From an optimization exercise on the open Yosys and OpenROAD flow, aimed at small area; shortcuts taken in it are not production practice. Function was checked by simulation only, so behaviour that the tests miss may differ from the original.

Design clefia_ks_gfn12, start of the top module:
module clefia_ks_gfn12
(
    input  logic               clk,
    input  logic               rst,
    input  logic               start,
    input  logic [127:0]       key,
    output logic [3:0]         Round,
    input  logic [63:0]        CON,
    output logic               busy,
    output logic               done,
    output logic [127:0]       L
);
    logic [127:0] t_q;
    logic [127:0] t_rnd;
    logic [3:0]   round_q;
    logic [127:0] l_q;
    logic         done_q;
    logic         run_c, last_c;
    assign run_c  = |round_q;
    assign last_c = round_q[3] & round_q[2];
    clefia_gfn4_round u_round (
        .t_i    (t_q),
        .rk0_i  (CON[63:32]),
        .rk1_i  (CON[31:0]),
        .t_c_o  (t_rnd)
    );
    always_ff @(posedge clk) begin
        t_q <= run_c ? t_rnd : key;
    end
    always_ff @(posedge clk) begin
        if (rst) begin
            round_q <= 4'd0;
            done_q  <= 1'b0;
            l_q     <= '0;
        end else begin
            done_q <= last_c;
            if (last_c)
                round_q <= 4'd0;
            else if (run_c)
                round_q <= round_q + 4'd1;
            else if (start && !done_q)
                round_q <= 4'd1;
            if (last_c)
                l_q <= {t_rnd[31:0], t_rnd[127:32]};
        end
    end
    assign Round = round_q;
    assign busy  = run_c;
    assign done  = done_q;
    assign L     = l_q;
endmodule
==> flow/config.mk <==
export PLATFORM = sky130hd
export DESIGN_NAME = clefia_ks_gfn12
export DESIGN_NICKNAME = clefia_ks_gfn12
export VERILOG_FILES = /design/flow/design.v
export SDC_FILE = /design/flow/constraint.sdc
export NUM_CORES = 4
export LEC_CHECK = 0
export CAP_MARGIN = 20
export CORE_MARGIN = 2
export CORE_UTILIZATION = 40
export SLEW_MARGIN = 20
==> flow/constraint.sdc <==
create_clock -name core_clock -period 8.0 [get_ports {clk}]
set_input_delay 1.6000 -clock core_clock [delete_from_list [all_inputs] [get_ports {clk}]]
set_output_delay 1.6000 -clock core_clock [all_outputs]
set_load 0.01 [all_outputs]
standard.sh (not shown) runs the stock make flow with config.mk's settings and CLKGATE_MAP_FILE= SYNTH_SCRIPT=/design/flow/synth_recipe.tcl, a recipe that flattens the netlist after the stock synthesis.
==> flow/flow/run.sh <==
#!/bin/bash
# Layout flow: the standard synthesis, then an area-oriented remap of the
# combinational logic (every flip-flop instance kept as synthesised), then
# the standard layout with minimum-size port buffers.
set -euo pipefail
W=$(pwd)
F=$W/flow
LIB=$FLOW_HOME/platforms/$FLOW_PLATFORM/lib/sky130_fd_sc_hd__tt_025C_1v80.lib
R=$W/orfs/results/$FLOW_PLATFORM/clefia_ks_gfn12/base

bash standard.sh synth > $W/synth_standard.log 2>&1

# Functional models of the combinational cells (flip-flops stay black boxes).
yosys -q -l $W/models.log -p "read_liberty -ignore_miss_func $LIB; write_verilog -noattr $W/all_models.v" > /dev/null 2>&1
python3 $F/comb_models.py $W/all_models.v $W/comb_models.v > $W/comb_models.log 2>&1

cp $R/1_2_yosys.v $W/netlist_standard.v
LIB=$LIB MODELS=$W/comb_models.v IN=$W/netlist_standard.v OUT=$W/netlist_remapped.v \
  ABC_SCRIPT=$F/area.abc TOP=$FLOW_TOP \
  yosys -l $W/remap.log -c $F/remap.tcl > /dev/null 2>&1
sleep 1
cp $W/netlist_remapped.v $R/1_2_yosys.v

bash standard.sh "BUFFER_PORTS_ARGS=-buffer_cell sky130_fd_sc_hd__buf_1" finish > $W/layout.log 2>&1
==> flow/flow/area.abc <==
strash; dc2; dch -f; amap; topo
==> flow/flow/comb_models.py <==
# Keep only the combinational cell modules of a Yosys dump of the liberty file.
import re, sys
t = open(sys.argv[1]).read()
keep = []
for body, name in re.findall(r'(module\s+(\S+)\s*\(.*?endmodule)', t, re.S):
    if re.search(r'always|\$dff|\$_DFF|\$dlatch|\breg\b', body):
        continue
    keep.append(body)
open(sys.argv[2], 'w').write("\n".join(keep) + "\n")
print(len(keep), "combinational cell models")
==> flow/flow/remap.tcl <==
# Remap the combinational logic of the standard netlist for area. Flip-flops are
# black boxes here, so every register keeps its instance name and cell type.
yosys read_liberty -lib $::env(LIB)
yosys read_verilog -overwrite $::env(MODELS)
yosys read_verilog $::env(IN)
yosys hierarchy -top $::env(TOP)
yosys flatten
yosys rename -hide w:*.*
yosys techmap
yosys opt -fast -purge
yosys abc -liberty $::env(LIB) -script $::env(ABC_SCRIPT) -dont_use sky130_fd_sc_hd__probe* -dont_use sky130_fd_sc_hd__lpflow*
yosys opt_clean -purge
yosys hilomap -singleton -hicell sky130_fd_sc_hd__conb_1 HI -locell sky130_fd_sc_hd__conb_1 LO
yosys insbuf -buf sky130_fd_sc_hd__buf_1 A X
yosys opt_clean -purge
yosys stat -liberty $::env(LIB)
yosys write_verilog -noattr -noexpr -nohex -nodec $::env(OUT)
Then changed:
==> flow/run.sh (new file) <==
#!/bin/bash
# synth_recipe.tcl (not shown) runs the flow's synth.tcl, then flattens the netlist and writes it again
# the make line also repeats each setting of config.mk as NAME=value (left out here)
make -C /OpenROAD-flow-scripts/flow DESIGN_CONFIG=/design/flow/config.mk WORK_HOME=/design/flow/orfs CLKGATE_MAP_FILE= SYNTH_SCRIPT=/design/flow/synth_recipe.tcl finish
removed: flow/flow/run.sh
removed: flow/flow/area.abc
removed: flow/flow/comb_models.py
removed: flow/flow/remap.tcl
removed: flow/standard.sh
Synthesized cell count is lower by 13%.
Global-route usage went down by 2.9 points.
Routed wire length goes up by 7.4%.


Another version of the RTL of clefia_ks_gfn12 (not shown whole).
Size in the first run: ~2500 cells after synthesis, about 260 flip-flops, ~330 I/O pins.
export LEC_CHECK = 0
export CAP_MARGIN = 20
export CORE_MARGIN = 2
export CORE_UTILIZATION = 60
export CTS_BUF_LIST = sky130_fd_sc_hd__clkbuf_4 sky130_fd_sc_hd__clkbuf_8
export CTS_CLUSTER_DIAMETER = 100
export CTS_CLUSTER_SIZE = 14
export GPL_TIMING_DRIVEN = 0
export SLEW_MARGIN = 20
create_clock -name core_clock -period 8.0 [get_ports {clk}]
==> flow/flow/run.sh <==
#!/bin/bash
# Layout flow: the standard flow (standard.sh) with
#  - synthesis by flow/synth.tcl: the standard synthesis with an area-oriented
#    final ABC mapping (registers unchanged),
#  - minimum-size buffers (buf_1) on the ports.
# make's full output goes to layout.log here; ORFS's per-step logs stay under orfs/logs.
set -euo pipefail
W=$(pwd)
F=$W/flow
bash standard.sh SYNTH_SCRIPT=$F/synth.tcl \
  "BUFFER_PORTS_ARGS=-buffer_cell sky130_fd_sc_hd__buf_1" \
  finish > $W/layout.log 2>&1
==> flow/flow/area.abc <==
strash; dch -f; map -a; topo
==> flow/flow/synth.tcl <==
# The standard synthesis script (synth_recipe.tcl) with one change: the final
# ABC technology mapping uses flow/area.abc, an area-oriented script, in place
# of ORFS's speed script. Everything before it (and so every register, its name
# and its cell type) is the standard synthesis.
set area_abc_script [file join [file dirname [file normalize [info script]]] area.abc]
proc synth {args} { yosys synth -nofsm -noshare {*}$args }
proc abc {args} {
  set i [lsearch -exact $args -script]
  if { $i >= 0 } { set args [lreplace $args $i [expr {$i + 1}] -script $::area_abc_script] }
  yosys abc {*}$args
}
source $::env(SCRIPTS_DIR)/synth.tcl
# left out here: clear keep_hierarchy, flatten, clean up, hide names made inside functions, write 1_2_yosys.v
The first run ran to the end with no violations.
Next try:
==> flow/flow/area.abc (replaced) <==
strash; dch -f; amap -m; topo
=> The changed run went through all stages and came out clean. Sequential cell count stays the same. Count of clock-buffer cells in the layout is higher by 2. Core utilization goes up by 5.0 points. Routed wire length grows by 5.2%. Setup slack loses 0.096 ns. Die area goes down by 4.3%. Global-route usage went up by 1.9 points. Cell area is higher by 1.6%.
Next try:
==> flow/flow/area.abc (replaced) <==
strash; &get -n; &dch; &nf -a -R 1000; &put; topo
Effect:
- The changed run went through all stages and came out clean
- final area decreases by 6.5%
- core utilization shrinks by 4.4 points
- setup slack gets better by 0.035 ns
- final cell count goes down by about 20%
- die area falls by 0.73%
- synthesized area goes down by 0.74%

port drivers added, routing unchanged:
The flow's constraints put no driver on any port. The routed layouts listed below were extracted and timed again, unchanged, in two steps.
Step 1, drivers: a clkbuf_16 drives clk and a buf_2 each remaining input, both assumed.
Step 2 moves the port delays by t, midway between the first and last clock arrival at a register: inputs arrive t later, outputs are due t later. That takes back most of the time a late clock gives input paths.
a / b / c = ideal ports / drivers / drivers and shift; a / b = the first two.
| run | t (ns) | setup WS [ns] | hold slack, ns | slew at the worst register clock pin (ns) | worst slew at a driven data input, ns |
|---|---|---|---|---|---|
| the first run of note 1 | 0.643 | 0.571 / 0.605 / -0.038 | 0.452 / 0.452 / 0.452 | 0.08 / 0.08 | 0.11 |
| the second run of note 1 | 0.645 | 0.362 / 0.385 / -0.260 | 0.453 / 0.453 / 0.453 | 0.07 / 0.07 | 0.11 |
| the first run of note 2 | 0.625 | 0.435 / 0.466 / -0.159 | 0.461 / 0.461 / 0.461 | 0.11 / 0.11 | 0.07 |
| the second run of note 2 | 0.625 | 0.339 / 0.365 / -0.261 | 0.459 / 0.459 / 0.459 | 0.11 / 0.11 | 0.10 |
| the third run of note 2 | 0.617 | 0.374 / 0.400 / -0.217 | 0.459 / 0.459 / 0.459 | 0.11 / 0.11 | 0.08 |
With both steps, setup timing fails in every run listed, where it was met with ideal ports. The setup slack of the second run of note 1, which loses most, moves by +0.023 ns with the drivers and by -0.622 ns with both steps.
